Source: an optimization exercise on an open RTL-to-GDS flow (aim: small area, a short achievable clock period and few clock cycles). Production flows keep margins and buffers that such runs may drop.
In this exercise RTL edits were held to simulation tests only and were not proved equivalent to the original.
Power is estimated from default activity; no workload was simulated.

===== flow/run.sh =====
#!/bin/bash
# synth_recipe.tcl (not shown) runs the flow's synth.tcl, then flattens the netlist and writes it again
# the make line also repeats each setting of config.mk as NAME=value (left out here)
make -C /OpenROAD-flow-scripts/flow DESIGN_CONFIG=/design/flow/config.mk WORK_HOME=/design/flow/orfs CLKGATE_MAP_FILE= SYNTH_SCRIPT=/design/flow/synth_recipe.tcl finish

===== flow/config.mk =====
export PLATFORM = sky130hd
export DESIGN_NAME = skeleton_ram_bist
export DESIGN_NICKNAME = skeleton_ram_bist
export VERILOG_FILES = /design/flow/design.v
export SDC_FILE = /design/flow/constraint.sdc
export NUM_CORES = 4
export LEC_CHECK = 0
export CAP_MARGIN = 20
export CORE_MARGIN = 2
export CORE_UTILIZATION = 55
export CTS_CLUSTER_DIAMETER = 60
export CTS_CLUSTER_SIZE = 30
export PLACE_DENSITY = 0.7
export SETUP_SLACK_MARGIN = 2.4
export SLEW_MARGIN = 20
export SYNTH_HIERARCHICAL = 1

===== flow/constraint.sdc =====
create_clock -name core_clock -period 5.0 [get_ports {CLK_SYS}]
set_input_delay 1.0000 -clock core_clock [delete_from_list [all_inputs] [get_ports {CLK_SYS}]]
set_output_delay 1.0000 -clock core_clock [all_outputs]
set_load 0.01 [all_outputs]

===== flow/design.v =====
package ram_skeleton_pkg;
  localparam logic [3:0] HEAD_TYPE_ID = 4'd5;
  localparam int         MAX_BANKS    = 4;
  localparam int         BANK_W       = 2;
  function automatic logic [11:0] bist_pattern(input logic [11:0] seed,
                                               input logic [6:0]  index,
                                               input logic        pass);
    logic [11:0] p;
    p = seed ^ {5'd0, index};
    bist_pattern = pass ? ~p : p;
  endfunction
endpackage
module ram_aoi222 (input logic a0, s0, a1, s1, a2, s2, output logic y);
  assign y = !((a0 && s0) || (a1 && s1) || (a2 && s2));
endmodule
module ram_aoi22 (input logic a0, s0, a1, s1, output logic y);
  assign y = !((a0 && s0) || (a1 && s1));
endmodule
module ram_a22o (input logic a0, b0, a1, b1, output logic y);
  assign y = (a0 && b0) || (a1 && b1);
endmodule
module ram_nand4 (input logic a, b, c, d, output logic y);
  assign y = !(a && b && c && d);
endmodule
module ram_nand3 (input logic a, b, c, output logic y);
  assign y = !(a && b && c);
endmodule
module ram_nor4 (input logic a, b, c, d, output logic y);
  assign y = !(a || b || c || d);
endmodule
module ram_nor3 (input logic a, b, c, output logic y);
  assign y = !(a || b || c);
endmodule
module ram_nand2 (input logic a, b, output logic y);
  assign y = !(a && b);
endmodule
module ram_a21oi (input logic a0, a1, b, output logic y);
  assign y = !((a0 && a1) || b);
endmodule
module ram_nor2 (input logic a, b, output logic y);
  assign y = !(a || b);
endmodule
module skeleton_ram_bist
#(
  parameter int BITWIDTH_IN   = 12,
  parameter int BITWIDTH_SYS  = 16,
  parameter int BITWIDTH_HEAD = 26,
  parameter int BITWIDTH_ADR  = 6,
  parameter int NUM_BANKS     = 2
) (
  input  logic                     CLK_SYS,
  input  logic                     RSTN,
  input  logic                     EN,
  input  logic                     TRGG_START_CALC,
  input  logic                     MODE,
  input  logic                     RnW,
  input  logic [1:0]               BANK_SEL,
  input  logic [BITWIDTH_ADR-1:0]  ADR,
  input  logic [BITWIDTH_SYS-1:0]  DATA_IN,
  output logic [BITWIDTH_SYS-1:0]  DATA_OUT,
  output logic [BITWIDTH_HEAD-1:0] DATA_HEAD,
  output logic                     RDY,
  output logic                     ERR
);
  localparam int IN    = BITWIDTH_IN;    
  localparam int SYS   = BITWIDTH_SYS;   
  localparam int NW    = 128;            
  localparam int NA    = 64;             
  localparam int NQ    = 32;             
  localparam int CNT_W = 9;              
  logic              rdy_q;       
  logic              busy_q;      
  logic              rd_q;        
  logic              pass_q;
  logic              done_q;      
  logic              fin_q;       
  logic [6:0]        idx_q;
  logic [IN-1:0]     seed_q;
  logic              cmp_q, cmp_pass_q;
  logic [6:0]        cmp_idx_q;
  logic [CNT_W-1:0]  cnt_q;
  logic              err_q;
  logic [3:0][IN-1:0] cand_q;
  logic [3:0]        low_q;
  logic [3:0]        qsel;
  logic [IN-1:0]     out_word;
  logic [IN-1:0]     mem [NW];
  logic              accept, man_wr, man_rd, idx_last;
  logic              we, out_en, mismatch;
  logic [3:0]        we_q;
  logic [IN-1:0]     mem_din, pattern, exp_word;
  logic [3:0][IN-1:0] word;
  logic [7:0]        lo_m;
  logic [1:0][7:0]   lo_b;       
  logic [3:0]        hi_m;
  logic [1:0][3:0]   hi_b;       
  logic [3:0][NQ-1:0] sel;       
  assign accept   = rdy_q && EN && TRGG_START_CALC;
  assign man_wr   = accept && !MODE && RnW;
  assign man_rd   = accept && !MODE && !RnW;
  assign idx_last = &idx_q;
  assign pattern  = ram_skeleton_pkg::bist_pattern(seed_q, idx_q, pass_q);
  assign exp_word = ram_skeleton_pkg::bist_pattern(seed_q, cmp_idx_q, cmp_pass_q);
  assign out_word = cand_q[0] | cand_q[1] | cand_q[2] | cand_q[3];
  assign mismatch = cmp_q && (out_word != exp_word);
  for (genvar a = 0; a < 8; a++) begin : g_lo
    assign lo_m[a] = rdy_q && (ADR[2:0] == 3'(a));
  end
  for (genvar b = 0; b < 4; b++) begin : g_hi
    assign hi_m[b] = (ADR[4:3] == 2'(b));
  end
  assign we         = busy_q ? (!rd_q && !done_q && !fin_q) : (EN && TRGG_START_CALC && !MODE && RnW);
  for (genvar h = 0; h < 4; h++) begin : g_we_q
    assign we_q[h] = we && (busy_q ? (idx_q[6:5] == 2'(h)) : ({BANK_SEL, ADR[5]} == 3'(h)));
  end
  assign mem_din    = busy_q ? pattern : DATA_IN[SYS-1 -: IN];
  for (genvar h = 0; h < 4; h++) begin : g_sel_q
    for (genvar j = 0; j < NQ; j++) begin : g_sel
      ram_a22o u_sel (.a0(lo_m[j % 8]), .b0(hi_m[j / 8]), .a1(lo_b[h / 2][j % 8]), .b1(hi_b[h % 2][j / 8]),
                      .y(sel[h][j]));
    end
  end
  for (genvar i = 0; i < NW; i++) begin : g_word
    always_ff @(posedge CLK_SYS) begin
      if (we_q[i / NQ] && sel[i / NQ][i % NQ]) mem[i] <= mem_din;
    end
  end
  for (genvar h = 0; h < 4; h++) begin : g_qsel
    assign qsel[h] = busy_q ? (fin_q ? (h == 0) : (idx_q[6:5] == 2'(h)))
                            : ({BANK_SEL, ADR[5]} == 3'(h));
  end
  for (genvar h = 0; h < 4; h++) begin : g_quarter
    for (genvar b = 0; b < IN; b++) begin : g_bit
      logic [10:0] aoi_n;
      logic [2:0]  q;
      logic        r_n;
      for (genvar g = 0; g < 10; g++) begin : g_grp
        localparam int W = NQ * h + 3 * g;
        ram_aoi222 u_aoi (.a0(mem[W][b]), .s0(sel[h][3*g]), .a1(mem[W+1][b]), .s1(sel[h][3*g+1]),
                          .a2(mem[W+2][b]), .s2(sel[h][3*g+2]), .y(aoi_n[g]));
      end
      if (h == 0 && b < CNT_W - 4) begin : g_last_cnt
        ram_aoi222 u_aoi (.a0(mem[NQ-2][b]), .s0(sel[0][NQ-2]), .a1(mem[NQ-1][b]), .s1(sel[0][NQ-1]),
                          .a2(cnt_q[b+4]), .s2(fin_q), .y(aoi_n[10]));
      end else begin : g_last
        ram_aoi22 u_aoi (.a0(mem[NQ*h+NQ-2][b]), .s0(sel[h][NQ-2]), .a1(mem[NQ*h+NQ-1][b]),
                         .s1(sel[h][NQ-1]), .y(aoi_n[10]));
      end
      ram_nand4 u_nand0 (.a(aoi_n[0]), .b(aoi_n[1]), .c(aoi_n[2]),  .d(aoi_n[3]), .y(q[0]));
      ram_nand4 u_nand1 (.a(aoi_n[4]), .b(aoi_n[5]), .c(aoi_n[6]),  .d(aoi_n[7]), .y(q[1]));
      ram_nand3 u_nand2 (.a(aoi_n[8]), .b(aoi_n[9]), .c(aoi_n[10]),               .y(q[2]));
      ram_nor3  u_nor   (.a(q[0]), .b(q[1]), .c(q[2]), .y(r_n));
      ram_nor2  u_out   (.a(r_n), .b(!qsel[h]), .y(word[h][b]));
    end
  end
  assign out_en = man_rd || (busy_q && rd_q && !done_q) || fin_q || (!rdy_q && !busy_q);
  always_ff @(posedge CLK_SYS) begin
    if (out_en) begin
      cand_q    <= word;
      low_q     <= fin_q ? cnt_q[3:0] : 4'b0000;
    end
  end
  always_ff @(posedge CLK_SYS or negedge RSTN) begin
    if (!RSTN) begin
      rdy_q  <= 1'b0;
      busy_q <= 1'b0;
      fin_q  <= 1'b0;
      err_q  <= 1'b0;
    end else begin
      busy_q <= busy_d;
      fin_q  <= fin_d;
      rdy_q  <= !busy_d;
      if (!busy_q) begin
        if (accept && MODE) err_q <= 1'b0;
      end else if (mismatch) begin
        err_q <= 1'b1;
      end
    end
  end
  logic       busy_d, rd_d, pass_d, done_d, fin_d;
  logic [6:0] idx_d;
  always_comb begin
    busy_d = busy_q;
    fin_d  = fin_q;
    rd_d   = rd_q;
    pass_d = pass_q;
    done_d = done_q;
    idx_d  = idx_q;
    if (!busy_q) begin
      busy_d = accept && MODE;
      fin_d  = 1'b0;
      rd_d   = 1'b0;
      pass_d = 1'b0;
      done_d = 1'b0;
      idx_d  = '0;
    end else if (fin_q) begin
      busy_d = 1'b0;
      fin_d  = 1'b0;
    end else if (done_q) begin
      done_d = 1'b0;
      fin_d  = 1'b1;
    end else begin
      idx_d = idx_q + 7'd1;
      if (idx_last) begin
        rd_d = !rd_q;
        if (rd_q) begin
          pass_d = 1'b1;
          if (pass_q) done_d = 1'b1;
        end
      end
    end
  end
  always_ff @(posedge CLK_SYS) begin
    rd_q   <= rd_d;
    pass_q <= pass_d;
    done_q <= done_d;
    idx_q  <= idx_d;
    if (!busy_q) begin
      cnt_q  <= '0;
      seed_q <= DATA_IN[SYS-1 -: IN];
    end else if (mismatch) begin
      cnt_q <= cnt_q + CNT_W'(1);
    end
    cmp_q      <= busy_q && rd_q && !done_q && !fin_q;
    cmp_idx_q  <= idx_q;
    cmp_pass_q <= pass_q;
  end
  for (genvar k = 0; k < 2; k++) begin : g_lo_b_bank
    for (genvar a = 0; a < 8; a++) begin : g_lo_b
      always_ff @(posedge CLK_SYS or negedge RSTN) begin
        if (!RSTN) lo_b[k][a] <= 1'b0;
        else       lo_b[k][a] <= busy_d && !fin_d && (idx_d[6] == 1'(k)) && (idx_d[2:0] == 3'(a));
      end
    end
  end
  for (genvar h = 0; h < 2; h++) begin : g_hi_b_half
    for (genvar b = 0; b < 4; b++) begin : g_hi_b
      always_ff @(posedge CLK_SYS) hi_b[h][b] <= (idx_d[5] == 1'(h)) && (idx_d[4:3] == 2'(b));
    end
  end
  assign DATA_OUT  = {out_word, low_q};
  assign RDY       = rdy_q;
  assign ERR       = err_q;
  assign DATA_HEAD = BITWIDTH_HEAD'({ram_skeleton_pkg::HEAD_TYPE_ID, 6'(BITWIDTH_ADR), 2'(NUM_BANKS - 1),
                                     4'd0, 5'(BITWIDTH_IN), 5'(BITWIDTH_IN)});
endmodule

==> impl_results.md <==
- Status: timing/DRC/antenna clean
- Core area: 109000 sq um
- Share of cells above drive strength 1: 0.259
- Top cells by count, synth: 1600 x edfxtp_1, 485 x a222oi_1, 133 x and2_1
- Setup-failing EPs final: 0
- Worst EP arrival: 1960 ps
- Synth area leaders: edfxtp_1 80%, a222oi_1 8.1%, a22o_1 1.9%
- Global route total overflow: 0
- Clk buf depth: 3
- Root Buffer: clkbuf_16
- Num ports: 74
- CP startpoint kind: flip-flop
- Avg Cell Area, Syn: 20.0 sq um
- Post-synthesis sequential area ratio: 0.821
- CP endpoint kind: primary output
- Top-count cell post-synth: edfxtp_1
- Pre-antenna DRT Iters: 13
- Static Leak: 22.7 nW
- Max_slew headroom: 0.184
- Largest net degree at the start of global routing: 129
- Reg clk slew, reported paths: 90 ps
- Fin crit period: 2960 ps
- Post-Route Setup TNS: 0 ps
- Flops & latches, synth: 1656
- First-pass GRT wire length: 226 mm
- Setup Skew: 53.2 ps
- Hold buffer count at CTS: 0
- Final hold violations: 0
- Core Util, Final: 0.649
- Final HPWL DP: 91.1 mm
- WS Path Type: reg -> out
- CP Max Fanout: 2
- Post-Syn Area: 60000 sq um
- Initial Utilization: 0.553
- Min-Delay Path Class: reg -> reg
- Final Net Count: 3415
- Worst-margin pin slew: 1220 ps
- Die area: 112000 sq um
- Post-synth EDFFs: 1600
- Tcrit/Tclk final: 0.592
- Num CTS Buffers: 99
- Initial antenna violation count: 4
- Most used DFF post-synth: edfxtp_1
- GPL Wtd Cong: 0.900
- Initial DRC Count: 7189
- YS warnings: 9
- Async SR Flop Fraction: 0.0121
- Vias in the first global route: 33.0k
- Port Buf Inserts: 43
- Row count: 121
- DRC violations left: 0
- Cell Chain, Critical Path: or4_4 -> buf_6
- Synth cell types: 50
- RSZ-0062 raised after global routing: true
- # H-tree levels: 3
- Slew Viols, Final: 0
- P&R area growth vs syn: 17.4%
- # clock sinks: 1656
- WL final: 163 mm
- Synthesized netlist cell count: 2994
- Wire per inst: 33.3 um
- Die width: 334 um
- Yosys top cell area share: 0.801
- Clk Latency, worst-skew pair: 740 ps
- Critical Path RT: 4000 ps
- Crit-path slowest cell: or4_4
- Vias after detailed routing: 35.1k
- Overall Global Routing Usage: 0.279
- CP max stage delay: 570 ps
- Fmax: 0.338 GHz
- CTS tree: yes
- Die Ht: 334 um
- Pwr dens: 438 nW/um^2
- Cell type with the largest total area after synthesis: edfxtp_1
- DRT antenna net count: 0
- Max_cap viols: 0
- Vias per Instance: 7.19
- Peak VDD IR: 385 uV
-- sequential cells by signal (all words and copies together), names as in the netlist --
register / flops
done_q: 1
err_q: 1
rd_q: 1
cmp_q: 1
hi_b: 8
cnt_q: 9
seed_q: 12
cmp_pass_q: 1
fin_q: 1
cand_q: 48
mem: 1536
cmp_idx_q: 7
idx_q: 7
low_q: 4
busy_q: 1
lo_b: 16
pass_q: 1
rdy_q: 1
-- worst max-delay path: cells and delay by family (launching register included) --
kind	cells	cell delay [ps]
and+or+nand+nor	1	570
DFF	1	520
buffers and inverters	1	150
-- what timing repair did --
item,CTS,global route
pin swaps,261,170
endpoints found under the hold margin,0,0
buffers inserted,121,44
resized for setup,563,96
cloned,35,29
setup endpoints to repair,2336,1651
-- cells by family after synthesis --
group | after synthesis | synth area share
XOR/XNOR | 46 | 0.00672
flip-flops | 1656 | 0.821
AND/OR/NAND/NOR | 513 | 0.0505
adder cells (fa/ha/maj) | 3 | 0.000626
multiplexers | 12 | 0.00223
AO/OA/AOI/OAI | 691 | 0.112
buffers and inverters | 71 | 0.00619
other | 2 | 0.000125
-- cell type report --
class,count,area (sq um)
flip-flops and latches,1656,49300
inverters,20,75.1
diodes,2,5.00
clock buffers,106,2560
well taps,1414,1770
repair buffers,258,2800
fillers,6882,38100
clock inverters,82,1150
multi-input cells,1347,12800
-- power by group --
group | internal [W] | total, W | leakage [nW] | switching, W
Clock | 0.00430 | 0.00938 | 1.78 | 0.00508
Combinational | 0.00101 | 0.00412 | 5.96 | 0.00312
Sequential | 0.0169 | 0.0174 | 15.0 | 0.000495
-- modules after synthesis, one instance, submodules excluded --
module / area [sq um] / flip-flops and latches / cells inside
ram_a22o: 8.76 / 0 / 1
ram_aoi22: 12.5 / 0 / 1
ram_aoi222: 10.0 / 0 / 1
ram_nand3: 5.00 / 0 / 1
ram_nand4: 6.26 / 0 / 1
ram_nor2: 3.75 / 0 / 1
ram_nor3: 10.0 / 0 / 1
skeleton_ram_bist: 52000 / 1656 / 2098
-- per-layer routing --
| layer | wire length (um) | global-route usage | up-vias |
|---|---|---|---|
| met3 | 22000 | 0.0612 | 313 |
| met5 | 32 | 0 | - |
| met2 | 75500 | 0.429 | 2579 |
| li1 | - | - | 14300 |
| met1 | 59500 | 0.400 | 17900 |
| met4 | 5770 | 0.0936 | 6 |
-- cell usage in the layout, fill, tap and decap left out, types with 7 or more instances in the layout --
cell type        count
edfxtp_1          1600
a222oi_1           485
and2_4             133
buf_4              124
clkbuf_16          103
nand4_1            102
nor2_1              89
a22o_4              87
a22o_2              55
nand3_1             54
buf_6               47
a22oi_2             43
nor3_2              40
buf_12              36
xnor2_1             31
dfxtp_1             29
conb_1              26
clkinv_8            24
inv_1               18
nand2_1             18
nor2_4              17
and2_2              16
clkdlybuf4s50_1     16
dfrtp_1             15
a22o_1              14
xor2_1              12
nor4_4              10
nor3_4              10
inv_6               10
clkinv_4            10
buf_2               10
inv_8                9
nand2b_1             8
or4_4                8
a21oi_2              8
mux2_8               7
inv_16               7
buf_8                7
dfxtp_2              7
-- final timing paths --
| kind | end | cells after the start | slack (ps) | start |
|---|---|---|---|---|
| worst min-delay path | cnt_q[8]$_SDFFE_PN0P_ | 2 | 520 | cnt_q[8]$_SDFFE_PN0P_ |
| worst max register to register | cand_q[43]$_DFFE_PP_ | 10 | 2060 | rdy_q$_DFF_PN0_ |
| worst max-delay path | DATA_OUT[9] | 2 | 2040 | cand_q[29]$_DFFE_PP_ |
| max in group asynchronous | busy_q$_DFF_PN0_ | 1 | 3470 | RSTN |
| worst min register to register | cnt_q[8]$_SDFFE_PN0P_ | 2 | 520 | cnt_q[8]$_SDFFE_PN0P_ |
| min in group asynchronous | lo_b[4]$_DFF_PN0_ | 1 | 810 | RSTN |
-- per-stage QoR --
stage	hold slack, ps	total power (W)	setup WS, ps	std cells	cell area (sq um)
floorplan	329	0.0191	2280	3018	60400
global placement	476	0.0209	627	4464	62700
detailed placement	483	0.0211	506	4465	62800
CTS	504	0.0306	2010	4809	69300
global route	534	0.0316	2040	4884	70400
finish	524	0.0309	2040	4885	70400
Testbench counts, summed over its fixed seeds: cycles 3,200.

[what the ideal ports hide]
Ports are ideal in the flow. The routed layout listed here was re-timed in OpenROAD. Step 1 (the two cells are an assumption about what drives the block):
set clk [get_ports {CLK_SYS}]
set_driving_cell -lib_cell sky130_fd_sc_hd__clkbuf_16 $clk
set_driving_cell -lib_cell sky130_fd_sc_hd__buf_2 [delete_from_list [all_inputs] $clk]
Step 2 moves the port delays by t, midway between the first and last clock arrival at a register: inputs arrive t later, outputs are due t later. That takes back most of the time a late clock gives input paths. Slacks: ideal ports / drivers / drivers and shift; pairs: ideal ports / drivers.
shift t [ns]: 0.790
setup WS [ns]: 2.041 / 1.967 / 1.310
worst slew at a driven data input, ns: 0.14
After both steps this run still meets setup and hold. For this run, drivers alone change the setup slack by -0.074 ns; drivers and shift together by -0.731 ns.
